This is an optimization exercise on Yosys and OpenROAD, whose aim is small area, a short achievable clock period and few clock cycles per item, not a production implementation.
The RTL was checked by simulation tests, not by an equivalence proof against the original design.
Power figures rest on the tool's default switching activity, not on a simulated workload.

## flow/design.v

```verilog
package cla_pkg;
    localparam int WORD_W = 64;
    typedef enum logic [1:0] {IDLE, RUN, DONE} state_t;
    function automatic integer idx_w(input integer n);
        idx_w = n <= 1 ? 1 : $clog2(n);
    endfunction
endpackage
module add256 (
    input  logic [255:0] a,
    input  logic [255:0] b,
    input  logic         cin,
    output logic [255:0] sum,
    output logic         cout
);
    wire [255:0] p = a ^ b;
    wire [255:0] g = a & b;
    wire [255:0] c;
    wire n1g = g[1] | p[1] & g[0];
    wire n1p = p[1] & p[0];
    wire n2g = g[3] | p[3] & g[2];
    wire n2p = p[3] & p[2];
    wire n3g = g[2] | p[2] & n1g;
    wire n3p = p[2] & n1p;
    wire n4g = n2g | n2p & n1g;
    wire n4p = n2p & n1p;
    wire n5g = g[5] | p[5] & g[4];
    wire n5p = p[5] & p[4];
    wire n6g = g[7] | p[7] & g[6];
    wire n6p = p[7] & p[6];
    wire n7g = g[6] | p[6] & n5g;
    wire n7p = p[6] & n5p;
    wire n8g = n6g | n6p & n5g;
    wire n8p = n6p & n5p;
    wire n9g = g[9] | p[9] & g[8];
    wire n9p = p[9] & p[8];
    wire n10g = g[11] | p[11] & g[10];
    wire n10p = p[11] & p[10];
    wire n11g = g[10] | p[10] & n9g;
    wire n11p = p[10] & n9p;
    wire n12g = n10g | n10p & n9g;
    wire n12p = n10p & n9p;
    wire n13g = g[13] | p[13] & g[12];
    wire n13p = p[13] & p[12];
    wire n14g = g[15] | p[15] & g[14];
    wire n14p = p[15] & p[14];
    wire n15g = g[14] | p[14] & n13g;
    wire n15p = p[14] & n13p;
    wire n16g = n14g | n14p & n13g;
    wire n16p = n14p & n13p;
    wire n17g = g[17] | p[17] & g[16];
    wire n17p = p[17] & p[16];
    wire n18g = g[19] | p[19] & g[18];
    wire n18p = p[19] & p[18];
    wire n19g = g[18] | p[18] & n17g;
    wire n19p = p[18] & n17p;
    wire n20g = n18g | n18p & n17g;
    wire n20p = n18p & n17p;
    wire n21g = g[21] | p[21] & g[20];
    wire n21p = p[21] & p[20];
    wire n22g = g[23] | p[23] & g[22];
    wire n22p = p[23] & p[22];
    wire n23g = g[22] | p[22] & n21g;
    wire n23p = p[22] & n21p;
    wire n24g = n22g | n22p & n21g;
    wire n24p = n22p & n21p;
    wire n25g = g[25] | p[25] & g[24];
    wire n25p = p[25] & p[24];
    wire n26g = g[27] | p[27] & g[26];
    wire n26p = p[27] & p[26];
    wire n27g = g[26] | p[26] & n25g;
    wire n27p = p[26] & n25p;
    wire n28g = n26g | n26p & n25g;
    wire n28p = n26p & n25p;
    wire n29g = g[29] | p[29] & g[28];
    wire n29p = p[29] & p[28];
    wire n30g = g[31] | p[31] & g[30];
    wire n30p = p[31] & p[30];
    wire n31g = g[30] | p[30] & n29g;
    wire n31p = p[30] & n29p;
    wire n32g = n30g | n30p & n29g;
    wire n32p = n30p & n29p;
    wire n33g = g[33] | p[33] & g[32];
    wire n33p = p[33] & p[32];
    wire n34g = g[35] | p[35] & g[34];
    wire n34p = p[35] & p[34];
    wire n35g = g[34] | p[34] & n33g;
    wire n35p = p[34] & n33p;
    wire n36g = n34g | n34p & n33g;
    wire n36p = n34p & n33p;
    wire n37g = g[37] | p[37] & g[36];
    wire n37p = p[37] & p[36];
    wire n38g = g[39] | p[39] & g[38];
    wire n38p = p[39] & p[38];
    wire n39g = g[38] | p[38] & n37g;
    wire n39p = p[38] & n37p;
    wire n40g = n38g | n38p & n37g;
    wire n40p = n38p & n37p;
    wire n41g = g[41] | p[41] & g[40];
    wire n41p = p[41] & p[40];
    wire n42g = g[43] | p[43] & g[42];
    wire n42p = p[43] & p[42];
    wire n43g = g[42] | p[42] & n41g;
    wire n43p = p[42] & n41p;
    wire n44g = n42g | n42p & n41g;
    wire n44p = n42p & n41p;
    wire n45g = g[45] | p[45] & g[44];
    wire n45p = p[45] & p[44];
    wire n46g = g[47] | p[47] & g[46];
    wire n46p = p[47] & p[46];
    wire n47g = g[46] | p[46] & n45g;
    wire n47p = p[46] & n45p;
    wire n48g = n46g | n46p & n45g;
    wire n48p = n46p & n45p;
    wire n49g = g[49] | p[49] & g[48];
    wire n49p = p[49] & p[48];
    wire n50g = g[51] | p[51] & g[50];
    wire n50p = p[51] & p[50];
    wire n51g = g[50] | p[50] & n49g;
    wire n51p = p[50] & n49p;
    wire n52g = n50g | n50p & n49g;
    wire n52p = n50p & n49p;
    wire n53g = g[53] | p[53] & g[52];
    wire n53p = p[53] & p[52];
    wire n54g = g[55] | p[55] & g[54];
    wire n54p = p[55] & p[54];
    wire n55g = g[54] | p[54] & n53g;
    wire n55p = p[54] & n53p;
    wire n56g = n54g | n54p & n53g;
    wire n56p = n54p & n53p;
    wire n57g = g[57] | p[57] & g[56];
    wire n57p = p[57] & p[56];
    wire n58g = g[59] | p[59] & g[58];
    wire n58p = p[59] & p[58];
    wire n59g = g[58] | p[58] & n57g;
    wire n59p = p[58] & n57p;
    wire n60g = n58g | n58p & n57g;
    wire n60p = n58p & n57p;
    wire n61g = g[61] | p[61] & g[60];
    wire n61p = p[61] & p[60];
    wire n62g = g[63] | p[63] & g[62];
    wire n62p = p[63] & p[62];
    wire n63g = g[62] | p[62] & n61g;
    wire n63p = p[62] & n61p;
    wire n64g = n62g | n62p & n61g;
    wire n64p = n62p & n61p;
    wire n65g = g[65] | p[65] & g[64];
    wire n65p = p[65] & p[64];
    wire n66g = g[67] | p[67] & g[66];
    wire n66p = p[67] & p[66];
    wire n67g = g[66] | p[66] & n65g;
    wire n67p = p[66] & n65p;
    wire n68g = n66g | n66p & n65g;
    wire n68p = n66p & n65p;
    wire n69g = g[69] | p[69] & g[68];
    wire n69p = p[69] & p[68];
    wire n70g = g[71] | p[71] & g[70];
    wire n70p = p[71] & p[70];
    wire n71g = g[70] | p[70] & n69g;
    wire n71p = p[70] & n69p;
    wire n72g = n70g | n70p & n69g;
    wire n72p = n70p & n69p;
    wire n73g = g[73] | p[73] & g[72];
    wire n73p = p[73] & p[72];
    wire n74g = g[75] | p[75] & g[74];
    wire n74p = p[75] & p[74];
    wire n75g = g[74] | p[74] & n73g;
    wire n75p = p[74] & n73p;
    wire n76g = n74g | n74p & n73g;
    wire n76p = n74p & n73p;
    wire n77g = g[77] | p[77] & g[76];
    wire n77p = p[77] & p[76];
    wire n78g = g[79] | p[79] & g[78];
    wire n78p = p[79] & p[78];
    wire n79g = g[78] | p[78] & n77g;
    wire n79p = p[78] & n77p;
    wire n80g = n78g | n78p & n77g;
    wire n80p = n78p & n77p;
    wire n81g = g[81] | p[81] & g[80];
    wire n81p = p[81] & p[80];
    wire n82g = g[83] | p[83] & g[82];
    wire n82p = p[83] & p[82];
    wire n83g = g[82] | p[82] & n81g;
    wire n83p = p[82] & n81p;
    wire n84g = n82g | n82p & n81g;
    wire n84p = n82p & n81p;
    wire n85g = g[85] | p[85] & g[84];
    wire n85p = p[85] & p[84];
    wire n86g = g[87] | p[87] & g[86];
    wire n86p = p[87] & p[86];
    wire n87g = g[86] | p[86] & n85g;
    wire n87p = p[86] & n85p;
    wire n88g = n86g | n86p & n85g;
    wire n88p = n86p & n85p;
    wire n89g = g[89] | p[89] & g[88];
    wire n89p = p[89] & p[88];
    wire n90g = g[91] | p[91] & g[90];
    wire n90p = p[91] & p[90];
    wire n91g = g[90] | p[90] & n89g;
    wire n91p = p[90] & n89p;
    wire n92g = n90g | n90p & n89g;
    wire n92p = n90p & n89p;
    wire n93g = g[93] | p[93] & g[92];
    wire n93p = p[93] & p[92];
    wire n94g = g[95] | p[95] & g[94];
    wire n94p = p[95] & p[94];
    wire n95g = g[94] | p[94] & n93g;
    wire n95p = p[94] & n93p;
    wire n96g = n94g | n94p & n93g;
    wire n96p = n94p & n93p;
    wire n97g = g[97] | p[97] & g[96];
    wire n97p = p[97] & p[96];
    wire n98g = g[99] | p[99] & g[98];
    wire n98p = p[99] & p[98];
    wire n99g = g[98] | p[98] & n97g;
    wire n99p = p[98] & n97p;
    wire n100g = n98g | n98p & n97g;
    wire n100p = n98p & n97p;
    wire n101g = g[101] | p[101] & g[100];
    wire n101p = p[101] & p[100];
    wire n102g = g[103] | p[103] & g[102];
    wire n102p = p[103] & p[102];
    wire n103g = g[102] | p[102] & n101g;
    wire n103p = p[102] & n101p;
    wire n104g = n102g | n102p & n101g;
    wire n104p = n102p & n101p;
    wire n105g = g[105] | p[105] & g[104];
    wire n105p = p[105] & p[104];
    wire n106g = g[107] | p[107] & g[106];
    wire n106p = p[107] & p[106];
    wire n107g = g[106] | p[106] & n105g;
    wire n107p = p[106] & n105p;
    wire n108g = n106g | n106p & n105g;
    wire n108p = n106p & n105p;
    wire n109g = g[109] | p[109] & g[108];
    wire n109p = p[109] & p[108];
    wire n110g = g[111] | p[111] & g[110];
    wire n110p = p[111] & p[110];
    wire n111g = g[110] | p[110] & n109g;
    wire n111p = p[110] & n109p;
    wire n112g = n110g | n110p & n109g;
    wire n112p = n110p & n109p;
    wire n113g = g[113] | p[113] & g[112];
    wire n113p = p[113] & p[112];
    wire n114g = g[115] | p[115] & g[114];
    wire n114p = p[115] & p[114];
    wire n115g = g[114] | p[114] & n113g;
    wire n115p = p[114] & n113p;
    wire n116g = n114g | n114p & n113g;
    wire n116p = n114p & n113p;
    wire n117g = g[117] | p[117] & g[116];
    wire n117p = p[117] & p[116];
    wire n118g = g[119] | p[119] & g[118];
    wire n118p = p[119] & p[118];
    wire n119g = g[118] | p[118] & n117g;
    wire n119p = p[118] & n117p;
    wire n120g = n118g | n118p & n117g;
    wire n120p = n118p & n117p;
    wire n121g = g[121] | p[121] & g[120];
    wire n121p = p[121] & p[120];
    wire n122g = g[123] | p[123] & g[122];
    wire n122p = p[123] & p[122];
    wire n123g = g[122] | p[122] & n121g;
    wire n123p = p[122] & n121p;
    wire n124g = n122g | n122p & n121g;
    wire n124p = n122p & n121p;
    wire n125g = g[125] | p[125] & g[124];
    wire n125p = p[125] & p[124];
    wire n126g = g[127] | p[127] & g[126];
    wire n126p = p[127] & p[126];
    wire n127g = g[126] | p[126] & n125g;
    wire n127p = p[126] & n125p;
    wire n128g = n126g | n126p & n125g;
    wire n128p = n126p & n125p;
    wire n129g = g[129] | p[129] & g[128];
    wire n129p = p[129] & p[128];
    wire n130g = g[131] | p[131] & g[130];
    wire n130p = p[131] & p[130];
    wire n131g = g[130] | p[130] & n129g;
    wire n131p = p[130] & n129p;
    wire n132g = n130g | n130p & n129g;
    wire n132p = n130p & n129p;
    wire n133g = g[133] | p[133] & g[132];
    wire n133p = p[133] & p[132];
    wire n134g = g[135] | p[135] & g[134];
    wire n134p = p[135] & p[134];
    wire n135g = g[134] | p[134] & n133g;
    wire n135p = p[134] & n133p;
    wire n136g = n134g | n134p & n133g;
    wire n136p = n134p & n133p;
    wire n137g = g[137] | p[137] & g[136];
    wire n137p = p[137] & p[136];
    wire n138g = g[139] | p[139] & g[138];
    wire n138p = p[139] & p[138];
    wire n139g = g[138] | p[138] & n137g;
    wire n139p = p[138] & n137p;
    wire n140g = n138g | n138p & n137g;
    wire n140p = n138p & n137p;
    wire n141g = g[141] | p[141] & g[140];
    wire n141p = p[141] & p[140];
    wire n142g = g[143] | p[143] & g[142];
    wire n142p = p[143] & p[142];
    wire n143g = g[142] | p[142] & n141g;
    wire n143p = p[142] & n141p;
    wire n144g = n142g | n142p & n141g;
    wire n144p = n142p & n141p;
    wire n145g = g[145] | p[145] & g[144];
    wire n145p = p[145] & p[144];
    wire n146g = g[147] | p[147] & g[146];
    wire n146p = p[147] & p[146];
    wire n147g = g[146] | p[146] & n145g;
    wire n147p = p[146] & n145p;
    wire n148g = n146g | n146p & n145g;
    wire n148p = n146p & n145p;
    wire n149g = g[149] | p[149] & g[148];
    wire n149p = p[149] & p[148];
    wire n150g = g[151] | p[151] & g[150];
    wire n150p = p[151] & p[150];
    wire n151g = g[150] | p[150] & n149g;
    wire n151p = p[150] & n149p;
    wire n152g = n150g | n150p & n149g;
    wire n152p = n150p & n149p;
    wire n153g = g[153] | p[153] & g[152];
    wire n153p = p[153] & p[152];
    wire n154g = g[155] | p[155] & g[154];
    wire n154p = p[155] & p[154];
    wire n155g = g[154] | p[154] & n153g;
    wire n155p = p[154] & n153p;
    wire n156g = n154g | n154p & n153g;
    wire n156p = n154p & n153p;
    wire n157g = g[157] | p[157] & g[156];
    wire n157p = p[157] & p[156];
    wire n158g = g[159] | p[159] & g[158];
    wire n158p = p[159] & p[158];
    wire n159g = g[158] | p[158] & n157g;
    wire n159p = p[158] & n157p;
    wire n160g = n158g | n158p & n157g;
    wire n160p = n158p & n157p;
    wire n161g = g[161] | p[161] & g[160];
    wire n161p = p[161] & p[160];
    wire n162g = g[163] | p[163] & g[162];
    wire n162p = p[163] & p[162];
    wire n163g = g[162] | p[162] & n161g;
    wire n163p = p[162] & n161p;
    wire n164g = n162g | n162p & n161g;
    wire n164p = n162p & n161p;
    wire n165g = g[165] | p[165] & g[164];
    wire n165p = p[165] & p[164];
    wire n166g = g[167] | p[167] & g[166];
    wire n166p = p[167] & p[166];
    wire n167g = g[166] | p[166] & n165g;
    wire n167p = p[166] & n165p;
    wire n168g = n166g | n166p & n165g;
    wire n168p = n166p & n165p;
    wire n169g = g[169] | p[169] & g[168];
    wire n169p = p[169] & p[168];
    wire n170g = g[171] | p[171] & g[170];
    wire n170p = p[171] & p[170];
    wire n171g = g[170] | p[170] & n169g;
    wire n171p = p[170] & n169p;
    wire n172g = n170g | n170p & n169g;
    wire n172p = n170p & n169p;
    wire n173g = g[173] | p[173] & g[172];
    wire n173p = p[173] & p[172];
    wire n174g = g[175] | p[175] & g[174];
    wire n174p = p[175] & p[174];
    wire n175g = g[174] | p[174] & n173g;
    wire n175p = p[174] & n173p;
    wire n176g = n174g | n174p & n173g;
    wire n176p = n174p & n173p;
    wire n177g = g[177] | p[177] & g[176];
    wire n177p = p[177] & p[176];
    wire n178g = g[179] | p[179] & g[178];
    wire n178p = p[179] & p[178];
    wire n179g = g[178] | p[178] & n177g;
    wire n179p = p[178] & n177p;
    wire n180g = n178g | n178p & n177g;
    wire n180p = n178p & n177p;
    wire n181g = g[181] | p[181] & g[180];
    wire n181p = p[181] & p[180];
    wire n182g = g[183] | p[183] & g[182];
    wire n182p = p[183] & p[182];
    wire n183g = g[182] | p[182] & n181g;
    wire n183p = p[182] & n181p;
    wire n184g = n182g | n182p & n181g;
    wire n184p = n182p & n181p;
    wire n185g = g[185] | p[185] & g[184];
    wire n185p = p[185] & p[184];
    wire n186g = g[187] | p[187] & g[186];
    wire n186p = p[187] & p[186];
    wire n187g = g[186] | p[186] & n185g;
    wire n187p = p[186] & n185p;
    wire n188g = n186g | n186p & n185g;
    wire n188p = n186p & n185p;
    wire n189g = g[189] | p[189] & g[188];
    wire n189p = p[189] & p[188];
    wire n190g = g[191] | p[191] & g[190];
    wire n190p = p[191] & p[190];
    wire n191g = g[190] | p[190] & n189g;
    wire n191p = p[190] & n189p;
    wire n192g = n190g | n190p & n189g;
    wire n192p = n190p & n189p;
    wire n193g = g[193] | p[193] & g[192];
    wire n193p = p[193] & p[192];
    wire n194g = g[195] | p[195] & g[194];
    wire n194p = p[195] & p[194];
    wire n195g = g[194] | p[194] & n193g;
    wire n195p = p[194] & n193p;
    wire n196g = n194g | n194p & n193g;
    wire n196p = n194p & n193p;
    wire n197g = g[197] | p[197] & g[196];
    wire n197p = p[197] & p[196];
    wire n198g = g[199] | p[199] & g[198];
    wire n198p = p[199] & p[198];
    wire n199g = g[198] | p[198] & n197g;
    wire n199p = p[198] & n197p;
    wire n200g = n198g | n198p & n197g;
    wire n200p = n198p & n197p;
    wire n201g = g[201] | p[201] & g[200];
    wire n201p = p[201] & p[200];
    wire n202g = g[203] | p[203] & g[202];
    wire n202p = p[203] & p[202];
    wire n203g = g[202] | p[202] & n201g;
    wire n203p = p[202] & n201p;
    wire n204g = n202g | n202p & n201g;
    wire n204p = n202p & n201p;
    wire n205g = g[205] | p[205] & g[204];
    wire n205p = p[205] & p[204];
    wire n206g = g[207] | p[207] & g[206];
    wire n206p = p[207] & p[206];
    wire n207g = g[206] | p[206] & n205g;
    wire n207p = p[206] & n205p;
    wire n208g = n206g | n206p & n205g;
    wire n208p = n206p & n205p;
    wire n209g = g[209] | p[209] & g[208];
    wire n209p = p[209] & p[208];
    wire n210g = g[211] | p[211] & g[210];
    wire n210p = p[211] & p[210];
    wire n211g = g[210] | p[210] & n209g;
    wire n211p = p[210] & n209p;
    wire n212g = n210g | n210p & n209g;
    wire n212p = n210p & n209p;
    wire n213g = g[213] | p[213] & g[212];
    wire n213p = p[213] & p[212];
    wire n214g = g[215] | p[215] & g[214];
    wire n214p = p[215] & p[214];
    wire n215g = g[214] | p[214] & n213g;
    wire n215p = p[214] & n213p;
    wire n216g = n214g | n214p & n213g;
    wire n216p = n214p & n213p;
    wire n217g = g[217] | p[217] & g[216];
    wire n217p = p[217] & p[216];
    wire n218g = g[219] | p[219] & g[218];
    wire n218p = p[219] & p[218];
    wire n219g = g[218] | p[218] & n217g;
    wire n219p = p[218] & n217p;
    wire n220g = n218g | n218p & n217g;
    wire n220p = n218p & n217p;
    wire n221g = g[221] | p[221] & g[220];
    wire n221p = p[221] & p[220];
    wire n222g = g[223] | p[223] & g[222];
    wire n222p = p[223] & p[222];
    wire n223g = g[222] | p[222] & n221g;
    wire n223p = p[222] & n221p;
    wire n224g = n222g | n222p & n221g;
    wire n224p = n222p & n221p;
    wire n225g = g[225] | p[225] & g[224];
    wire n225p = p[225] & p[224];
    wire n226g = g[227] | p[227] & g[226];
    wire n226p = p[227] & p[226];
    wire n227g = g[226] | p[226] & n225g;
    wire n227p = p[226] & n225p;
    wire n228g = n226g | n226p & n225g;
    wire n228p = n226p & n225p;
    wire n229g = g[229] | p[229] & g[228];
    wire n229p = p[229] & p[228];
    wire n230g = g[231] | p[231] & g[230];
    wire n230p = p[231] & p[230];
    wire n231g = g[230] | p[230] & n229g;
    wire n231p = p[230] & n229p;
    wire n232g = n230g | n230p & n229g;
    wire n232p = n230p & n229p;
    wire n233g = g[233] | p[233] & g[232];
    wire n233p = p[233] & p[232];
    wire n234g = g[235] | p[235] & g[234];
    wire n234p = p[235] & p[234];
    wire n235g = g[234] | p[234] & n233g;
    wire n235p = p[234] & n233p;
    wire n236g = n234g | n234p & n233g;
    wire n236p = n234p & n233p;
    wire n237g = g[237] | p[237] & g[236];
    wire n237p = p[237] & p[236];
    wire n238g = g[239] | p[239] & g[238];
    wire n238p = p[239] & p[238];
    wire n239g = g[238] | p[238] & n237g;
    wire n239p = p[238] & n237p;
    wire n240g = n238g | n238p & n237g;
    wire n240p = n238p & n237p;
    wire n241g = g[241] | p[241] & g[240];
    wire n241p = p[241] & p[240];
    wire n242g = g[243] | p[243] & g[242];
    wire n242p = p[243] & p[242];
    wire n243g = g[242] | p[242] & n241g;
    wire n243p = p[242] & n241p;
    wire n244g = n242g | n242p & n241g;
    wire n244p = n242p & n241p;
    wire n245g = g[245] | p[245] & g[244];
    wire n245p = p[245] & p[244];
    wire n246g = g[247] | p[247] & g[246];
    wire n246p = p[247] & p[246];
    wire n247g = g[246] | p[246] & n245g;
    wire n247p = p[246] & n245p;
    wire n248g = n246g | n246p & n245g;
    wire n248p = n246p & n245p;
    wire n249g = g[249] | p[249] & g[248];
    wire n249p = p[249] & p[248];
    wire n250g = g[251] | p[251] & g[250];
    wire n250p = p[251] & p[250];
    wire n251g = g[250] | p[250] & n249g;
    wire n251p = p[250] & n249p;
    wire n252g = n250g | n250p & n249g;
    wire n252p = n250p & n249p;
    wire n253g = g[253] | p[253] & g[252];
    wire n253p = p[253] & p[252];
    wire n254g = g[255] | p[255] & g[254];
    wire n254p = p[255] & p[254];
    wire n255g = g[254] | p[254] & n253g;
    wire n255p = p[254] & n253p;
    wire n256g = n254g | n254p & n253g;
    wire n256p = n254p & n253p;
    wire n257g = n4g | n4p & cin;
    wire n258g = n12g | n12p & n8g;
    wire n258p = n12p & n8p;
    wire n259g = n20g | n20p & n16g;
    wire n259p = n20p & n16p;
    wire n260g = n28g | n28p & n24g;
    wire n260p = n28p & n24p;
    wire n261g = n36g | n36p & n32g;
    wire n261p = n36p & n32p;
    wire n262g = n44g | n44p & n40g;
    wire n262p = n44p & n40p;
    wire n263g = n52g | n52p & n48g;
    wire n263p = n52p & n48p;
    wire n264g = n60g | n60p & n56g;
    wire n264p = n60p & n56p;
    wire n265g = n68g | n68p & n64g;
    wire n265p = n68p & n64p;
    wire n266g = n76g | n76p & n72g;
    wire n266p = n76p & n72p;
    wire n267g = n84g | n84p & n80g;
    wire n267p = n84p & n80p;
    wire n268g = n92g | n92p & n88g;
    wire n268p = n92p & n88p;
    wire n269g = n100g | n100p & n96g;
    wire n269p = n100p & n96p;
    wire n270g = n108g | n108p & n104g;
    wire n270p = n108p & n104p;
    wire n271g = n116g | n116p & n112g;
    wire n271p = n116p & n112p;
    wire n272g = n124g | n124p & n120g;
    wire n272p = n124p & n120p;
    wire n273g = n132g | n132p & n128g;
    wire n273p = n132p & n128p;
    wire n274g = n140g | n140p & n136g;
    wire n274p = n140p & n136p;
    wire n275g = n148g | n148p & n144g;
    wire n275p = n148p & n144p;
    wire n276g = n156g | n156p & n152g;
    wire n276p = n156p & n152p;
    wire n277g = n164g | n164p & n160g;
    wire n277p = n164p & n160p;
    wire n278g = n172g | n172p & n168g;
    wire n278p = n172p & n168p;
    wire n279g = n180g | n180p & n176g;
    wire n279p = n180p & n176p;
    wire n280g = n188g | n188p & n184g;
    wire n280p = n188p & n184p;
    wire n281g = n196g | n196p & n192g;
    wire n281p = n196p & n192p;
    wire n282g = n204g | n204p & n200g;
    wire n282p = n204p & n200p;
    wire n283g = n212g | n212p & n208g;
    wire n283p = n212p & n208p;
    wire n284g = n220g | n220p & n216g;
    wire n284p = n220p & n216p;
    wire n285g = n228g | n228p & n224g;
    wire n285p = n228p & n224p;
    wire n286g = n236g | n236p & n232g;
    wire n286p = n236p & n232p;
    wire n287g = n244g | n244p & n240g;
    wire n287p = n244p & n240p;
    wire n288g = n252g | n252p & n248g;
    wire n288p = n252p & n248p;
    wire n289g = n258g | n258p & n257g;
    wire n290g = n260g | n260p & n259g;
    wire n290p = n260p & n259p;
    wire n291g = n262g | n262p & n261g;
    wire n291p = n262p & n261p;
    wire n292g = n264g | n264p & n263g;
    wire n292p = n264p & n263p;
    wire n293g = n266g | n266p & n265g;
    wire n293p = n266p & n265p;
    wire n294g = n268g | n268p & n267g;
    wire n294p = n268p & n267p;
    wire n295g = n270g | n270p & n269g;
    wire n295p = n270p & n269p;
    wire n296g = n272g | n272p & n271g;
    wire n296p = n272p & n271p;
    wire n297g = n274g | n274p & n273g;
    wire n297p = n274p & n273p;
    wire n298g = n276g | n276p & n275g;
    wire n298p = n276p & n275p;
    wire n299g = n278g | n278p & n277g;
    wire n299p = n278p & n277p;
    wire n300g = n280g | n280p & n279g;
    wire n300p = n280p & n279p;
    wire n301g = n282g | n282p & n281g;
    wire n301p = n282p & n281p;
    wire n302g = n284g | n284p & n283g;
    wire n302p = n284p & n283p;
    wire n303g = n286g | n286p & n285g;
    wire n303p = n286p & n285p;
    wire n304g = n288g | n288p & n287g;
    wire n304p = n288p & n287p;
    wire n305g = n290g | n290p & n289g;
    wire n306g = n292g | n292p & n291g;
    wire n306p = n292p & n291p;
    wire n307g = n294g | n294p & n293g;
    wire n307p = n294p & n293p;
    wire n308g = n296g | n296p & n295g;
    wire n308p = n296p & n295p;
    wire n309g = n298g | n298p & n297g;
    wire n309p = n298p & n297p;
    wire n310g = n300g | n300p & n299g;
    wire n310p = n300p & n299p;
    wire n311g = n302g | n302p & n301g;
    wire n311p = n302p & n301p;
    wire n312g = n304g | n304p & n303g;
    wire n312p = n304p & n303p;
    wire n313g = n306g | n306p & n305g;
    wire n314g = n308g | n308p & n307g;
    wire n314p = n308p & n307p;
    wire n315g = n310g | n310p & n309g;
    wire n315p = n310p & n309p;
    wire n316g = n312g | n312p & n311g;
    wire n316p = n312p & n311p;
    wire n317g = n314g | n314p & n313g;
    wire n318g = n316g | n316p & n315g;
    wire n318p = n316p & n315p;
    wire n319g = n318g | n318p & n317g;
    wire n320g = n315g | n315p & n317g;
    wire n321g = n307g | n307p & n313g;
    wire n322g = n309g | n309p & n317g;
    wire n323g = n311g | n311p & n320g;
    wire n324g = n291g | n291p & n305g;
    wire n325g = n293g | n293p & n313g;
    wire n326g = n295g | n295p & n321g;
    wire n327g = n297g | n297p & n317g;
    wire n328g = n299g | n299p & n322g;
    wire n329g = n301g | n301p & n320g;
    wire n330g = n303g | n303p & n323g;
    wire n331g = n259g | n259p & n289g;
    wire n332g = n261g | n261p & n305g;
    wire n333g = n263g | n263p & n324g;
    wire n334g = n265g | n265p & n313g;
    wire n335g = n267g | n267p & n325g;
    wire n336g = n269g | n269p & n321g;
    wire n337g = n271g | n271p & n326g;
    wire n338g = n273g | n273p & n317g;
    wire n339g = n275g | n275p & n327g;
    wire n340g = n277g | n277p & n322g;
    wire n341g = n279g | n279p & n328g;
    wire n342g = n281g | n281p & n320g;
    wire n343g = n283g | n283p & n329g;
    wire n344g = n285g | n285p & n323g;
    wire n345g = n287g | n287p & n330g;
    wire n346g = n8g | n8p & n257g;
    wire n347g = n16g | n16p & n289g;
    wire n348g = n24g | n24p & n331g;
    wire n349g = n32g | n32p & n305g;
    wire n350g = n40g | n40p & n332g;
    wire n351g = n48g | n48p & n324g;
    wire n352g = n56g | n56p & n333g;
    wire n353g = n64g | n64p & n313g;
    wire n354g = n72g | n72p & n334g;
    wire n355g = n80g | n80p & n325g;
    wire n356g = n88g | n88p & n335g;
    wire n357g = n96g | n96p & n321g;
    wire n358g = n104g | n104p & n336g;
    wire n359g = n112g | n112p & n326g;
    wire n360g = n120g | n120p & n337g;
    wire n361g = n128g | n128p & n317g;
    wire n362g = n136g | n136p & n338g;
    wire n363g = n144g | n144p & n327g;
    wire n364g = n152g | n152p & n339g;
    wire n365g = n160g | n160p & n322g;
    wire n366g = n168g | n168p & n340g;
    wire n367g = n176g | n176p & n328g;
    wire n368g = n184g | n184p & n341g;
    wire n369g = n192g | n192p & n320g;
    wire n370g = n200g | n200p & n342g;
    wire n371g = n208g | n208p & n329g;
    wire n372g = n216g | n216p & n343g;
    wire n373g = n224g | n224p & n323g;
    wire n374g = n232g | n232p & n344g;
    wire n375g = n240g | n240p & n330g;
    wire n376g = n248g | n248p & n345g;
    wire n377g = n256g | n256p & n319g;
    assign c[0] = cin;
    wire n378g = g[0] | p[0] & cin;
    assign c[1] = n378g;
    wire n379g = n1g | n1p & cin;
    assign c[2] = n379g;
    wire n380g = n3g | n3p & cin;
    assign c[3] = n380g;
    assign c[4] = n257g;
    wire n381g = g[4] | p[4] & n4g | p[4] & n4p & cin;
    assign c[5] = n381g;
    wire n382g = n5g | n5p & n257g;
    assign c[6] = n382g;
    wire n383g = n7g | n7p & n257g;
    assign c[7] = n383g;
    assign c[8] = n346g;
    wire n384g = g[8] | p[8] & n8g | p[8] & n8p & n257g;
    assign c[9] = n384g;
    wire n385g = n9g | n9p & n346g;
    assign c[10] = n385g;
    wire n386g = n11g | n11p & n346g;
    assign c[11] = n386g;
    assign c[12] = n289g;
    wire n387g = g[12] | p[12] & n258g | p[12] & n258p & n257g;
    assign c[13] = n387g;
    wire n388g = n13g | n13p & n289g;
    assign c[14] = n388g;
    wire n389g = n15g | n15p & n289g;
    assign c[15] = n389g;
    assign c[16] = n347g;
    wire n390g = g[16] | p[16] & n16g | p[16] & n16p & n289g;
    assign c[17] = n390g;
    wire n391g = n17g | n17p & n347g;
    assign c[18] = n391g;
    wire n392g = n19g | n19p & n347g;
    assign c[19] = n392g;
    assign c[20] = n331g;
    wire n393g = g[20] | p[20] & n259g | p[20] & n259p & n289g;
    assign c[21] = n393g;
    wire n394g = n21g | n21p & n331g;
    assign c[22] = n394g;
    wire n395g = n23g | n23p & n331g;
    assign c[23] = n395g;
    assign c[24] = n348g;
    wire n396g = g[24] | p[24] & n24g | p[24] & n24p & n331g;
    assign c[25] = n396g;
    wire n397g = n25g | n25p & n348g;
    assign c[26] = n397g;
    wire n398g = n27g | n27p & n348g;
    assign c[27] = n398g;
    assign c[28] = n305g;
    wire n399g = g[28] | p[28] & n290g | p[28] & n290p & n289g;
    assign c[29] = n399g;
    wire n400g = n29g | n29p & n305g;
    assign c[30] = n400g;
    wire n401g = n31g | n31p & n305g;
    assign c[31] = n401g;
    assign c[32] = n349g;
    wire n402g = g[32] | p[32] & n32g | p[32] & n32p & n305g;
    assign c[33] = n402g;
    wire n403g = n33g | n33p & n349g;
    assign c[34] = n403g;
    wire n404g = n35g | n35p & n349g;
    assign c[35] = n404g;
    assign c[36] = n332g;
    wire n405g = g[36] | p[36] & n261g | p[36] & n261p & n305g;
    assign c[37] = n405g;
    wire n406g = n37g | n37p & n332g;
    assign c[38] = n406g;
    wire n407g = n39g | n39p & n332g;
    assign c[39] = n407g;
    assign c[40] = n350g;
    wire n408g = g[40] | p[40] & n40g | p[40] & n40p & n332g;
    assign c[41] = n408g;
    wire n409g = n41g | n41p & n350g;
    assign c[42] = n409g;
    wire n410g = n43g | n43p & n350g;
    assign c[43] = n410g;
    assign c[44] = n324g;
    wire n411g = g[44] | p[44] & n291g | p[44] & n291p & n305g;
    assign c[45] = n411g;
    wire n412g = n45g | n45p & n324g;
    assign c[46] = n412g;
    wire n413g = n47g | n47p & n324g;
    assign c[47] = n413g;
    assign c[48] = n351g;
    wire n414g = g[48] | p[48] & n48g | p[48] & n48p & n324g;
    assign c[49] = n414g;
    wire n415g = n49g | n49p & n351g;
    assign c[50] = n415g;
    wire n416g = n51g | n51p & n351g;
    assign c[51] = n416g;
    assign c[52] = n333g;
    wire n417g = g[52] | p[52] & n263g | p[52] & n263p & n324g;
    assign c[53] = n417g;
    wire n418g = n53g | n53p & n333g;
    assign c[54] = n418g;
    wire n419g = n55g | n55p & n333g;
    assign c[55] = n419g;
    assign c[56] = n352g;
    wire n420g = g[56] | p[56] & n56g | p[56] & n56p & n333g;
    assign c[57] = n420g;
    wire n421g = n57g | n57p & n352g;
    assign c[58] = n421g;
    wire n422g = n59g | n59p & n352g;
    assign c[59] = n422g;
    assign c[60] = n313g;
    wire n423g = g[60] | p[60] & n306g | p[60] & n306p & n305g;
    assign c[61] = n423g;
    wire n424g = n61g | n61p & n313g;
    assign c[62] = n424g;
    wire n425g = n63g | n63p & n313g;
    assign c[63] = n425g;
    assign c[64] = n353g;
    wire n426g = g[64] | p[64] & n64g | p[64] & n64p & n313g;
    assign c[65] = n426g;
    wire n427g = n65g | n65p & n353g;
    assign c[66] = n427g;
    wire n428g = n67g | n67p & n353g;
    assign c[67] = n428g;
    assign c[68] = n334g;
    wire n429g = g[68] | p[68] & n265g | p[68] & n265p & n313g;
    assign c[69] = n429g;
    wire n430g = n69g | n69p & n334g;
    assign c[70] = n430g;
    wire n431g = n71g | n71p & n334g;
    assign c[71] = n431g;
    assign c[72] = n354g;
    wire n432g = g[72] | p[72] & n72g | p[72] & n72p & n334g;
    assign c[73] = n432g;
    wire n433g = n73g | n73p & n354g;
    assign c[74] = n433g;
    wire n434g = n75g | n75p & n354g;
    assign c[75] = n434g;
    assign c[76] = n325g;
    wire n435g = g[76] | p[76] & n293g | p[76] & n293p & n313g;
    assign c[77] = n435g;
    wire n436g = n77g | n77p & n325g;
    assign c[78] = n436g;
    wire n437g = n79g | n79p & n325g;
    assign c[79] = n437g;
    assign c[80] = n355g;
    wire n438g = g[80] | p[80] & n80g | p[80] & n80p & n325g;
    assign c[81] = n438g;
    wire n439g = n81g | n81p & n355g;
    assign c[82] = n439g;
    wire n440g = n83g | n83p & n355g;
    assign c[83] = n440g;
    assign c[84] = n335g;
    wire n441g = g[84] | p[84] & n267g | p[84] & n267p & n325g;
    assign c[85] = n441g;
    wire n442g = n85g | n85p & n335g;
    assign c[86] = n442g;
    wire n443g = n87g | n87p & n335g;
    assign c[87] = n443g;
    assign c[88] = n356g;
    wire n444g = g[88] | p[88] & n88g | p[88] & n88p & n335g;
    assign c[89] = n444g;
    wire n445g = n89g | n89p & n356g;
    assign c[90] = n445g;
    wire n446g = n91g | n91p & n356g;
    assign c[91] = n446g;
    assign c[92] = n321g;
    wire n447g = g[92] | p[92] & n307g | p[92] & n307p & n313g;
    assign c[93] = n447g;
    wire n448g = n93g | n93p & n321g;
    assign c[94] = n448g;
    wire n449g = n95g | n95p & n321g;
    assign c[95] = n449g;
    assign c[96] = n357g;
    wire n450g = g[96] | p[96] & n96g | p[96] & n96p & n321g;
    assign c[97] = n450g;
    wire n451g = n97g | n97p & n357g;
    assign c[98] = n451g;
    wire n452g = n99g | n99p & n357g;
    assign c[99] = n452g;
    assign c[100] = n336g;
    wire n453g = g[100] | p[100] & n269g | p[100] & n269p & n321g;
    assign c[101] = n453g;
    wire n454g = n101g | n101p & n336g;
    assign c[102] = n454g;
    wire n455g = n103g | n103p & n336g;
    assign c[103] = n455g;
    assign c[104] = n358g;
    wire n456g = g[104] | p[104] & n104g | p[104] & n104p & n336g;
    assign c[105] = n456g;
    wire n457g = n105g | n105p & n358g;
    assign c[106] = n457g;
    wire n458g = n107g | n107p & n358g;
    assign c[107] = n458g;
    assign c[108] = n326g;
    wire n459g = g[108] | p[108] & n295g | p[108] & n295p & n321g;
    assign c[109] = n459g;
    wire n460g = n109g | n109p & n326g;
    assign c[110] = n460g;
    wire n461g = n111g | n111p & n326g;
    assign c[111] = n461g;
    assign c[112] = n359g;
    wire n462g = g[112] | p[112] & n112g | p[112] & n112p & n326g;
    assign c[113] = n462g;
    wire n463g = n113g | n113p & n359g;
    assign c[114] = n463g;
    wire n464g = n115g | n115p & n359g;
    assign c[115] = n464g;
    assign c[116] = n337g;
    wire n465g = g[116] | p[116] & n271g | p[116] & n271p & n326g;
    assign c[117] = n465g;
    wire n466g = n117g | n117p & n337g;
    assign c[118] = n466g;
    wire n467g = n119g | n119p & n337g;
    assign c[119] = n467g;
    assign c[120] = n360g;
    wire n468g = g[120] | p[120] & n120g | p[120] & n120p & n337g;
    assign c[121] = n468g;
    wire n469g = n121g | n121p & n360g;
    assign c[122] = n469g;
    wire n470g = n123g | n123p & n360g;
    assign c[123] = n470g;
    assign c[124] = n317g;
    wire n471g = g[124] | p[124] & n314g | p[124] & n314p & n313g;
    assign c[125] = n471g;
    wire n472g = n125g | n125p & n317g;
    assign c[126] = n472g;
    wire n473g = n127g | n127p & n317g;
    assign c[127] = n473g;
    assign c[128] = n361g;
    wire n474g = g[128] | p[128] & n128g | p[128] & n128p & n317g;
    assign c[129] = n474g;
    wire n475g = n129g | n129p & n361g;
    assign c[130] = n475g;
    wire n476g = n131g | n131p & n361g;
    assign c[131] = n476g;
    assign c[132] = n338g;
    wire n477g = g[132] | p[132] & n273g | p[132] & n273p & n317g;
    assign c[133] = n477g;
    wire n478g = n133g | n133p & n338g;
    assign c[134] = n478g;
    wire n479g = n135g | n135p & n338g;
    assign c[135] = n479g;
    assign c[136] = n362g;
    wire n480g = g[136] | p[136] & n136g | p[136] & n136p & n338g;
    assign c[137] = n480g;
    wire n481g = n137g | n137p & n362g;
    assign c[138] = n481g;
    wire n482g = n139g | n139p & n362g;
    assign c[139] = n482g;
    assign c[140] = n327g;
    wire n483g = g[140] | p[140] & n297g | p[140] & n297p & n317g;
    assign c[141] = n483g;
    wire n484g = n141g | n141p & n327g;
    assign c[142] = n484g;
    wire n485g = n143g | n143p & n327g;
    assign c[143] = n485g;
    assign c[144] = n363g;
    wire n486g = g[144] | p[144] & n144g | p[144] & n144p & n327g;
    assign c[145] = n486g;
    wire n487g = n145g | n145p & n363g;
    assign c[146] = n487g;
    wire n488g = n147g | n147p & n363g;
    assign c[147] = n488g;
    assign c[148] = n339g;
    wire n489g = g[148] | p[148] & n275g | p[148] & n275p & n327g;
    assign c[149] = n489g;
    wire n490g = n149g | n149p & n339g;
    assign c[150] = n490g;
    wire n491g = n151g | n151p & n339g;
    assign c[151] = n491g;
    assign c[152] = n364g;
    wire n492g = g[152] | p[152] & n152g | p[152] & n152p & n339g;
    assign c[153] = n492g;
    wire n493g = n153g | n153p & n364g;
    assign c[154] = n493g;
    wire n494g = n155g | n155p & n364g;
    assign c[155] = n494g;
    assign c[156] = n322g;
    wire n495g = g[156] | p[156] & n309g | p[156] & n309p & n317g;
    assign c[157] = n495g;
    wire n496g = n157g | n157p & n322g;
    assign c[158] = n496g;
    wire n497g = n159g | n159p & n322g;
    assign c[159] = n497g;
    assign c[160] = n365g;
    wire n498g = g[160] | p[160] & n160g | p[160] & n160p & n322g;
    assign c[161] = n498g;
    wire n499g = n161g | n161p & n365g;
    assign c[162] = n499g;
    wire n500g = n163g | n163p & n365g;
    assign c[163] = n500g;
    assign c[164] = n340g;
    wire n501g = g[164] | p[164] & n277g | p[164] & n277p & n322g;
    assign c[165] = n501g;
    wire n502g = n165g | n165p & n340g;
    assign c[166] = n502g;
    wire n503g = n167g | n167p & n340g;
    assign c[167] = n503g;
    assign c[168] = n366g;
    wire n504g = g[168] | p[168] & n168g | p[168] & n168p & n340g;
    assign c[169] = n504g;
    wire n505g = n169g | n169p & n366g;
    assign c[170] = n505g;
    wire n506g = n171g | n171p & n366g;
    assign c[171] = n506g;
    assign c[172] = n328g;
    wire n507g = g[172] | p[172] & n299g | p[172] & n299p & n322g;
    assign c[173] = n507g;
    wire n508g = n173g | n173p & n328g;
    assign c[174] = n508g;
    wire n509g = n175g | n175p & n328g;
    assign c[175] = n509g;
    assign c[176] = n367g;
    wire n510g = g[176] | p[176] & n176g | p[176] & n176p & n328g;
    assign c[177] = n510g;
    wire n511g = n177g | n177p & n367g;
    assign c[178] = n511g;
    wire n512g = n179g | n179p & n367g;
    assign c[179] = n512g;
    assign c[180] = n341g;
    wire n513g = g[180] | p[180] & n279g | p[180] & n279p & n328g;
    assign c[181] = n513g;
    wire n514g = n181g | n181p & n341g;
    assign c[182] = n514g;
    wire n515g = n183g | n183p & n341g;
    assign c[183] = n515g;
    assign c[184] = n368g;
    wire n516g = g[184] | p[184] & n184g | p[184] & n184p & n341g;
    assign c[185] = n516g;
    wire n517g = n185g | n185p & n368g;
    assign c[186] = n517g;
    wire n518g = n187g | n187p & n368g;
    assign c[187] = n518g;
    assign c[188] = n320g;
    wire n519g = g[188] | p[188] & n315g | p[188] & n315p & n317g;
    assign c[189] = n519g;
    wire n520g = n189g | n189p & n320g;
    assign c[190] = n520g;
    wire n521g = n191g | n191p & n320g;
    assign c[191] = n521g;
    assign c[192] = n369g;
    wire n522g = g[192] | p[192] & n192g | p[192] & n192p & n320g;
    assign c[193] = n522g;
    wire n523g = n193g | n193p & n369g;
    assign c[194] = n523g;
    wire n524g = n195g | n195p & n369g;
    assign c[195] = n524g;
    assign c[196] = n342g;
    wire n525g = g[196] | p[196] & n281g | p[196] & n281p & n320g;
    assign c[197] = n525g;
    wire n526g = n197g | n197p & n342g;
    assign c[198] = n526g;
    wire n527g = n199g | n199p & n342g;
    assign c[199] = n527g;
    assign c[200] = n370g;
    wire n528g = g[200] | p[200] & n200g | p[200] & n200p & n342g;
    assign c[201] = n528g;
    wire n529g = n201g | n201p & n370g;
    assign c[202] = n529g;
    wire n530g = n203g | n203p & n370g;
    assign c[203] = n530g;
    assign c[204] = n329g;
    wire n531g = g[204] | p[204] & n301g | p[204] & n301p & n320g;
    assign c[205] = n531g;
    wire n532g = n205g | n205p & n329g;
    assign c[206] = n532g;
    wire n533g = n207g | n207p & n329g;
    assign c[207] = n533g;
    assign c[208] = n371g;
    wire n534g = g[208] | p[208] & n208g | p[208] & n208p & n329g;
    assign c[209] = n534g;
    wire n535g = n209g | n209p & n371g;
    assign c[210] = n535g;
    wire n536g = n211g | n211p & n371g;
    assign c[211] = n536g;
    assign c[212] = n343g;
    wire n537g = g[212] | p[212] & n283g | p[212] & n283p & n329g;
    assign c[213] = n537g;
    wire n538g = n213g | n213p & n343g;
    assign c[214] = n538g;
    wire n539g = n215g | n215p & n343g;
    assign c[215] = n539g;
    assign c[216] = n372g;
    wire n540g = g[216] | p[216] & n216g | p[216] & n216p & n343g;
    assign c[217] = n540g;
    wire n541g = n217g | n217p & n372g;
    assign c[218] = n541g;
    wire n542g = n219g | n219p & n372g;
    assign c[219] = n542g;
    assign c[220] = n323g;
    wire n543g = g[220] | p[220] & n311g | p[220] & n311p & n320g;
    assign c[221] = n543g;
    wire n544g = n221g | n221p & n323g;
    assign c[222] = n544g;
    wire n545g = n223g | n223p & n323g;
    assign c[223] = n545g;
    assign c[224] = n373g;
    wire n546g = g[224] | p[224] & n224g | p[224] & n224p & n323g;
    assign c[225] = n546g;
    wire n547g = n225g | n225p & n373g;
    assign c[226] = n547g;
    wire n548g = n227g | n227p & n373g;
    assign c[227] = n548g;
    assign c[228] = n344g;
    wire n549g = g[228] | p[228] & n285g | p[228] & n285p & n323g;
    assign c[229] = n549g;
    wire n550g = n229g | n229p & n344g;
    assign c[230] = n550g;
    wire n551g = n231g | n231p & n344g;
    assign c[231] = n551g;
    assign c[232] = n374g;
    wire n552g = g[232] | p[232] & n232g | p[232] & n232p & n344g;
    assign c[233] = n552g;
    wire n553g = n233g | n233p & n374g;
    assign c[234] = n553g;
    wire n554g = n235g | n235p & n374g;
    assign c[235] = n554g;
    assign c[236] = n330g;
    wire n555g = g[236] | p[236] & n303g | p[236] & n303p & n323g;
    assign c[237] = n555g;
    wire n556g = n237g | n237p & n330g;
    assign c[238] = n556g;
    wire n557g = n239g | n239p & n330g;
    assign c[239] = n557g;
    assign c[240] = n375g;
    wire n558g = g[240] | p[240] & n240g | p[240] & n240p & n330g;
    assign c[241] = n558g;
    wire n559g = n241g | n241p & n375g;
    assign c[242] = n559g;
    wire n560g = n243g | n243p & n375g;
    assign c[243] = n560g;
    assign c[244] = n345g;
    wire n561g = g[244] | p[244] & n287g | p[244] & n287p & n330g;
    assign c[245] = n561g;
    wire n562g = n245g | n245p & n345g;
    assign c[246] = n562g;
    wire n563g = n247g | n247p & n345g;
    assign c[247] = n563g;
    assign c[248] = n376g;
    wire n564g = g[248] | p[248] & n248g | p[248] & n248p & n345g;
    assign c[249] = n564g;
    wire n565g = n249g | n249p & n376g;
    assign c[250] = n565g;
    wire n566g = n251g | n251p & n376g;
    assign c[251] = n566g;
    assign c[252] = n319g;
    wire n567g = g[252] | p[252] & n318g | p[252] & n318p & n317g;
    assign c[253] = n567g;
    wire n568g = n253g | n253p & n319g;
    assign c[254] = n568g;
    wire n569g = n255g | n255p & n319g;
    assign c[255] = n569g;
    assign sum  = p ^ c;
    assign cout = n377g;
endmodule
import cla_pkg::*;
module cla_mp_add_seq #(
    parameter int NUM_WORDS = 4
) (
    input  logic                                 clk,
    input  logic                                 rst,
    input  logic                                 in_valid,
    output logic                                 in_ready,
    input  logic [NUM_WORDS*cla_pkg::WORD_W-1:0] in_a,
    input  logic [NUM_WORDS*cla_pkg::WORD_W-1:0] in_b,
    input  logic                                 in_cin,
    input  logic                                 in_sub,
    output logic                                 out_valid,
    input  logic                                 out_ready,
    output logic [NUM_WORDS*cla_pkg::WORD_W-1:0] out_sum,
    output logic                                 out_cout,
    output logic                                 out_ovf,
    output logic                                 busy
);
    localparam int W = NUM_WORDS * WORD_W;
    logic [W-1:0] bb, s, sum_r;
    logic         c0, co, cout_r, ovf_r, valid_r, take;
    assign bb   = in_b ^ {W{in_sub}};
    assign c0   = in_cin ^ in_sub;
    assign take = ~valid_r | out_ready;
    add256 u_add (.a(in_a), .b(bb), .cin(c0), .sum(s), .cout(co));
    always_ff @(posedge clk) begin
        if (rst) valid_r <= 1'b0;
        else if (take) valid_r <= in_valid;
    end
    always_ff @(posedge clk) begin
        if (take) begin
            sum_r  <= s;
            cout_r <= co;
            ovf_r  <= in_a[W-1] ^ bb[W-1] ^ s[W-1] ^ co;
        end
    end
    assign in_ready  = take;
    assign out_valid = valid_r;
    assign busy      = valid_r;
    assign out_sum   = sum_r;
    assign out_cout  = cout_r;
    assign out_ovf   = ovf_r;
endmodule
```

## flow/flow/run.sh

```bash
#!/bin/bash
# Layout flow: the standard ORFS flow, with the port buffers inserted as the smallest buffer
# (repair_design and repair_timing still resize them where timing needs it).
set -euo pipefail
export BUFFER_PORTS_ARGS="-buffer_cell sky130_fd_sc_hd__buf_1"
bash standard.sh > standard_flow.log 2>&1
```

## flow/standard.sh

```bash
#!/bin/bash
# synth_recipe.tcl (not shown) runs the flow's synth.tcl, then flattens the netlist and writes it again
# the make line also repeats each setting of config.mk as NAME=value (left out here)
make -C /OpenROAD-flow-scripts/flow DESIGN_CONFIG=/design/flow/config.mk WORK_HOME=/design/flow/orfs CLKGATE_MAP_FILE= SYNTH_SCRIPT=/design/flow/synth_recipe.tcl "${@:-finish}"
```

## flow/config.mk

```make
export PLATFORM = sky130hd
export DESIGN_NAME = cla_mp_add_seq
export DESIGN_NICKNAME = cla_mp_add_seq
export VERILOG_FILES = /design/flow/design.v
export SDC_FILE = /design/flow/constraint.sdc
export NUM_CORES = 4
export LEC_CHECK = 0
export ABC_AREA = 1
export CAP_MARGIN = 20
export CORE_MARGIN = 2
export CORE_UTILIZATION = 40
export CTS_BUF_LIST = sky130_fd_sc_hd__clkbuf_4 sky130_fd_sc_hd__clkbuf_8
export SETUP_SLACK_MARGIN = 5
export SLEW_MARGIN = 20
```

## flow/constraint.sdc

```tcl
create_clock -name core_clock -period 10.0 [get_ports {clk}]
set_input_delay 2.0000 -clock core_clock [delete_from_list [all_inputs] [get_ports {clk}]]
set_output_delay 2.0000 -clock core_clock [all_outputs]
set_load 0.01 [all_outputs]
```

==> results of run 1 <==
==> worst max-delay path by stage <==
stage                     cells after the start       from  slack (ns)          to
final                                        24     in_sub        5.11  sum_r[234]
after global routing                         22     in_sub        4.98  sum_r[131]
after CTS                                    24     in_sub        5.05  sum_r[234]
after detailed placement                     23     in_sub        3.44  sum_r[234]
after global placement                       18     in_sub        3.46  sum_r[131]
after floorplan                               2  out_ready        4.90    in_ready
==> stage by stage <==
stage / power [W] / hold WS [ns] / instances / setup WS (ns)
CTS: 0.00478 / 0.899 / 3840 / 5.05
floorplan: 0.00290 / 1.60 / 2297 / 4.90
global route: 0.00505 / 0.944 / 3854 / 4.98
finish: 0.00476 / 0.866 / 3859 / 5.11
global placement: 0.00360 / 0.884 / 3739 / 3.46
detailed placement: 0.00362 / 0.889 / 3739 / 3.44
==> per-layer routing <==
| layer | up-vias | global-route usage, % | share of wire [%] |
|---|---|---|---|
| met5 | - | 0 | 0.031 |
| met4 | 4 | 12.5 | 4.2 |
| met3 | 154 | 7.56 | 7.8 |
| met2 | 703 | 46.8 | 48 |
| met1 | 8958 | 33.0 | 40 |
| li1 | 9304 | - | - |
==> logic make-up after synthesis <==
kind of cell    Yosys count  share of synthesized area [%]
simple gates            702                           14.1
xor+xnor                494                           20.5
buf+inv                 295                           5.27
compound gates          290                           8.16
flops                   259                           36.7
fa+ha+maj               257                           15.2
==> state kept, by name (all words and copies together) (netlist names) <==
| name | count |
|---|---|
| cout_r | 1 |
| ovf_r | 1 |
| sum_r | 256 |
| valid_r | 1 |
==> cell type report <==
type | instances | area (sq um) | share of cell area [%]
repair buffers | 793 | 3270 | 12.4
flip-flops and latches | 259 | 7770 | 29.5
multi-input cells | 1743 | 12400 | 47.0
clock buffers | 70 | 857 | 3.25
clock inverters | 25 | 160 | 0.608
inverters | 265 | 995 | 3.78
well taps | 688 | 861 | 3.27
diodes | 16 | 40.0 | 0.152
==> worst reg2reg max path, delay by kind of cell, from the launching register on <==
| family | cells | cell delay, ns |
|---|---|---|
| flip-flops | 1 | 0.39 |
| AND/OR/NAND/NOR | 1 | 0.33 |
| buffers and inverters | 2 | 1.31 |
==> power groups by stage <==
stage | sequential (W) | clock (W) | combinational (W)
6_report | 0.00177 | 0.00112 | 0.00188
3_5_place_dp | 0.00178 | 0 | 0.00184
5_1_grt | 0.00179 | 0.00120 | 0.00206
2_1_floorplan | 0.00193 | 0 | 0.000970
4_1_cts | 0.00177 | 0.00115 | 0.00186
3_3_place_gp | 0.00178 | 0 | 0.00182
==> cells in the final DEF (no fill, tap or decap), types with 13 or more instances in the layout <==
master    instances
xor2_1          412
nand4_1          17
a21oi_1         183
a21o_1           26
nand2_1         462
clkbuf_4         17
xnor2_1          80
nor2_1           91
edfxtp_1        258
clkbuf_8         54
inv_1           262
nand2_2          13
clkinv_1         15
diode_2          16
nor3_1           21
nand3_1          65
buf_1           777
o21bai_1         17
ha_1            256
o21ai_0          16
==> timing repair <==
| item | in CTS | in global routing |
|---|---|---|
| gates resized for setup | 11 | 19 |
| gates cloned | 6 | 2 |
| hold buffers | 0 | 0 |
| setup endpoints to repair | 220 | 62 |
| buffers inserted | 0 | 1 |
==> flow_summary.ini, run 1 <==
[global_route]
grt_pass1_vias = 18800
antenna_found_initial = 13
grt_max_degree = 138
gr-total-overflow = 0
gr-usage-all-layers_pct = 27.8
grt_pass1_wl_mm = 112

[setup_path]
reg2reg_depth = 3
cp_max_fo = 27
end_kind = register
rr_endpoint = sum_r[205]
arrival_ns = 5.26
worstPathCellList = clkbuf_16 > buf_16 > xor2_1 > ha_1 > nand2_1 > nor2_1 > nand2_1 > nand2_1 > nand2_1 > nand2_1 > nand2_1 > nand2_1 > a21oi_2 > nand2_4 > nand2_4 > nand2_8 > nand2_4 > nand2_8 > a21o_4 > nand2_2 > nand2_2 > nand2_1 > nand2_1 > xor2_1
cp_slowest_stage_delay_ns = 0.39
crit_top_cell = nand2_1
required_ns = 10.37
critPathLaunchType = input port
path_delay_family = simple AND/OR/NAND/NOR gates
slowest_stage = xor2_1
r2r_start = valid_r
rrSetupSlack_ns = 7.58
worstSetupPathType = in2reg
path_buf_inv = 2

[layout]
syn_to_final_growth_pct = 24.5
final.fill_count = 5065
finalCoreUtilization_pct = 50.2
drive_gt1_share_pct = 5.39
nets = 3889
fin_area_sq_mm = 0.0263

[power]
p_switching_w = 0.00185
swShare_pct = 38.9
power_density_mw_per_mm2 = 181
p_leak_nw = 12.1
p_seq_share_pct = 37.1
ir_drop_uv = 115
power.clock.fraction_pct = 23.5
p_int_w = 0.00291
comb_power_share_pct = 39.4

[logic_synthesis]
synth_nets = 3072
ys_ff_latch = 259
synth_flop_cell = edfxtp_1
async_flop_share_pct = 0
ys_warn_count = 1
synth.cell_area_sq_mm = 0.0211
synth_area_per_cell_sq_um = 9.21
synth-edff-count = 258
seq_area_frac_synth_pct = 36.7
synth_top_cell_area_share_pct = 36.6
yosysTopAreaCell = edfxtp_1
synth_commonest_cells = nand2_1 (464), xor2_1 (414), inv_1 (262), edfxtp_1 (258), ha_1 (256)
synth_cell_types = 48
yosysMostFrequentCell = nand2_1
ys_top_cells_by_area = edfxtp_1 (37%), xor2_1 (17%), ha_1 (15%)
syn_inst = 2297

[timing]
layout_min_cycle_time_ns = 4.89
rsz0062_at_grt = true
skew_ns = 0.00998
worst_slew_pin_slew_ns = 0.803
slew_headroom_pct = 46.5
clock.fmax_ghz = 0.204
setup_violations = 0
setup_tns_ns = 0
finalHoldViolations = 0
min_period_over_period_pct = 48.9
maxSlewViolCount = 0

[clock_tree]
cts_buffer_depth = 3
cts.sinks = 259
cts_root_buffer = clkbuf_8
htreeDepth = 2
path_clk_slew_ns = 0.06
cts-buffers-inserted = 52
cts_tree = built
insertion_delay_ns = 0.62

[worst_hold_path]
worstHoldPathCells = 2
hold_start = valid_r
whs_endpoint = valid_r
hold_path.class = reg2reg

[route]
wl_mm = 79.5
num_vias = 19100
drc = 0
avgViaCountPerCell = 4.96
dr.pass1.iters = 5
drtAntennaViolNets = 0
drt_iter0_drc = 1081
post_drt_wl_per_cell_um = 20.6

[die]
fp.dieH_um = 234
design.die.area_sq_mm = 0.0547
core_region_area_sq_mm = 0.0524
initial_core_util_pct = 40.3
ios = 779
fp.dieW_um = 234
rows = 84

[placed_design]
dp_hpwl_mm = 64.7
placed_area_sq_mm = 0.0249
portBuffers = 778
gp_congestion = 0.993

[flow_run]
max_cap_violations = 0

[run_status]
status = timing/DRC/antenna clean
Testbench counts, summed over its fixed seeds: cycles 1,608, items 1,600.
==> run 2: changes to the inputs <==
--- a/flow/config.mk
+++ b/flow/config.mk
@@ -10,5 +10,5 @@
 export CORE_MARGIN = 2
 export CORE_UTILIZATION = 40
-export CTS_BUF_LIST = sky130_fd_sc_hd__clkbuf_4 sky130_fd_sc_hd__clkbuf_8
+export CTS_BUF_LIST = sky130_fd_sc_hd__clkbuf_4
 export SETUP_SLACK_MARGIN = 5
 export SLEW_MARGIN = 20
==> run 2 against run 1 <==
Fmax increased by 1.5%. Critical endpoint unchanged. Largest power group unchanged. Final cell count increased by 0.88%. Highest routed layer unchanged. Non-clock buffer count decreased by 4. Global-route usage decreased by 0.22 points.
==> flow_summary.ini, run 2 <==
[layout]
nets = 3911
fin_area_sq_mm = 0.0261
top_register = sum_r
syn_to_final_growth_pct = 23.5
drive_gt1_share_pct = 6.01
final_common_cell = buf_1
final_cell_mix = buf_1 (777), nand2_1 (462), xor2_1 (413)
largest_reg_flops = 256

[setup_path]
cp_num_cells = 23
slowest_stage = ha_1
path_delay_family = simple AND/OR/NAND/NOR gates
required_ns = 10.56
path_buf_inv = 2
worstSetupPathType = in2reg
crit_top_cell = nand2_4
arrival_ns = 5.38
reg2reg_depth = 3
cp_max_fo = 29
worstPathCellList = clkbuf_16 > buf_16 > xor2_1 > ha_1 > a21o_1 > nor2_1 > nand2_1 > a21oi_2 > nand2_4 > nand2_2 > nand2_4 > nand2_4 > nand2_4 > nand2_4 > nand2_8 > nand2_4 > nand2_8 > a21o_4 > nand2_2 > nand2_2 > nand2_1 > nand2_1 > xor2_1
end_kind = register
critPathLaunchType = input port
cp_slowest_stage_delay_ns = 0.31

[clock_tree]
cts.sinks = 259
insertion_delay_ns = 0.82
cts-buffers-inserted = 78
holdBufCountCts = 0
post_cts_buffers = 0
cts_buffer_depth = 3
cts_root_buffer = clkbuf_4
path_clk_slew_ns = 0.06
htreeDepth = 3
cts_tree = built

[route]
drtAntennaViolNets = 0
dr.pass1.iters = 5
avgViaCountPerCell = 4.94
drc = 0
num_vias = 19200
drt_iter0_drc = 1106
post_drt_wl_per_cell_um = 20.3
wl_mm = 79.0

[logic_synthesis]
synth_flop_cell = edfxtp_1
synth_area_per_cell_sq_um = 9.21
ys_warn_count = 1
seq_area_frac_synth_pct = 36.7
yosysMostFrequentCell = nand2_1
synth_nets = 3072
synth_cell_types = 48
async_flop_share_pct = 0
ys_top_cells_by_area = edfxtp_1 (37%), xor2_1 (17%), ha_1 (15%)
yosysTopAreaCell = edfxtp_1
synth-edff-count = 258
synth.cell_area_sq_mm = 0.0211
synth_commonest_cells = nand2_1 (464), xor2_1 (414), inv_1 (262), edfxtp_1 (258), ha_1 (256)
ys_ff_latch = 259
synth_top_cell_area_share_pct = 36.6
syn_inst = 2297

[global_route]
grtUsageMet2_pct = 47.3
gr-total-overflow = 0
use_met3_pct = 7.36
gr-usage-all-layers_pct = 27.5
grt_pass1_vias = 18900
antenna_found_initial = 12
grt_max_degree = 138
grt_pass1_wl_mm = 111
grt_most_used_layer = met2
use_met1_pct = 32.2

[timing]
layout_min_cycle_time_ns = 4.82
finalHoldViolations = 0
slew_headroom_pct = 44.5
setup_tns_ns = 0
skew_ns = 0.0397
worst_slew_pin_slew_ns = 0.833
setup_violations = 0
maxSlewViolCount = 0
rsz0062_at_grt = false
min_period_over_period_pct = 48.2
clock.fmax_ghz = 0.208

[die]
rows = 84
fp.dieH_um = 234
design.die.area_sq_mm = 0.0547
ios = 779
initial_core_util_pct = 40.3
core_region_area_sq_mm = 0.0524
fp.dieW_um = 234

[worst_hold_path]
hold_path.class = reg2reg
worstHoldPathCells = 2

[run_status]
status = timing/DRC/antenna clean

[placed_design]
dp_hpwl_mm = 64.7
placed_area_sq_mm = 0.0249
portBuffers = 778
gp_congestion = 0.993

[power]
p_leak_nw = 12.1
power_density_mw_per_mm2 = 179
ir_drop_uv = 102

[flow_run]
max_cap_violations = 0
run 2: cell counts after synthesis:
No cell type changed its count.
run 2: report_power, final:
part / internal [W] / leakage [nW] / switching (W)
Sequential: 0.00164 / 2.68 / 0.000130
Combinational: 0.000662 / 8.80 / 0.00120
Clock: 0.000515 / 0.569 / 0.000532
Total: 0.00281 / 12.1 / 0.00186
run 2: worst paths after layout:
path / startpoint / endpoint / slack, ns
setup / recovery: in_sub / sum_r[234] / 5.18
hold / removal: valid_r / valid_r / 0.86
setup reg to reg: valid_r / sum_r[208] / 7.56
hold reg to reg: valid_r / valid_r / 0.86
run 2: area by class of cell:
cell class	instances	area (sq um)
flip-flops and latches	259	7770
repair buffers	789	3190
diodes	11	27.5
well taps	688	861
clock inverters	33	159
inverters	265	995
multi-input cells	1743	12300
fillers	5111	26300
clock buffers	105	788
run 2: timing repair:
item                       in CTS  in global routing
gates cloned                    3                  2
setup endpoints to repair     196                 51
gates resized for setup        11                  4
hold endpoints to repair        0                  0
run 2: kinds of logic (layout without fill, tap and decap cells):
kind of cell	Yosys count	count (layout)	share of synthesized area, %
and+or+nand+nor	702	702	14.1
xor gates and xnor gates	494	494	20.5
buffers and inverters	295	1192	5.27
AOI/OAI and AO/OA	290	290	8.16
DFF	259	259	36.7
adders and majority gates	257	257	15.2
other	0	11	0
run 2: metal layers:
metal / vias up / share of wire [%]
li1: 9379 / -
met1: 8979 / 40
met2: 738 / 48
met3: 149 / 8.2
met4: 4 / 4.0
met5: - / 0.033
run 2: per-stage QoR:
stage	util [%]	cells	hold slack [ns]	total power (W)	worst slack, ns
CTS	49.6	3880	0.902	0.00471	5.13
detailed placement	47.5	3739	0.889	0.00362	3.44
global placement	47.5	3739	0.884	0.00360	3.46
floorplan	-	2297	1.60	0.00290	4.90
global route	49.8	3891	0.945	0.00497	5.00
finish	49.8	3893	0.861	0.00468	5.18
run 2: worst register-to-register path, delay by kind of cell (launching register included):
kind / cells / cell delay [ns]
buffers and inverters: 2 / 1.29
and+or+nand+nor: 1 / 0.32
DFF: 1 / 0.39

## re-timing with driven ports
In the flow no input, the clock included, has a driving cell. The finished layouts below were timed again as built, in two steps. Step 1, drivers: a clkbuf_16 drives clk and a buf_2 each remaining input, both assumed. Step 2 also shifts input and output timing later by t, the mid clock arrival at the registers, as if the neighbouring blocks saw the same clock. Slacks: no drivers / after step 1 / after step 2; pairs: no drivers / after step 1.
| run | t, ns | setup slack, ns | worst hold slack (ns) | slew at the worst register clock pin (ns) | cell pins on the clock port's net |
|---|---|---|---|---|---|
| run 1 | 0.673 | 5.108 / 5.034 / 4.361 | 0.866 / 0.866 / 0.866 | 0.07 / 0.07 | 1 |
| run 2 | 0.831 | 5.182 / 5.141 / 4.310 | 0.861 / 0.861 / 0.861 | 0.08 / 0.08 | 1 |
After both steps every run listed still meets setup and hold. For run 2, which loses most, drivers alone change the setup slack by -0.041 ns; drivers and shift together by -0.872 ns.
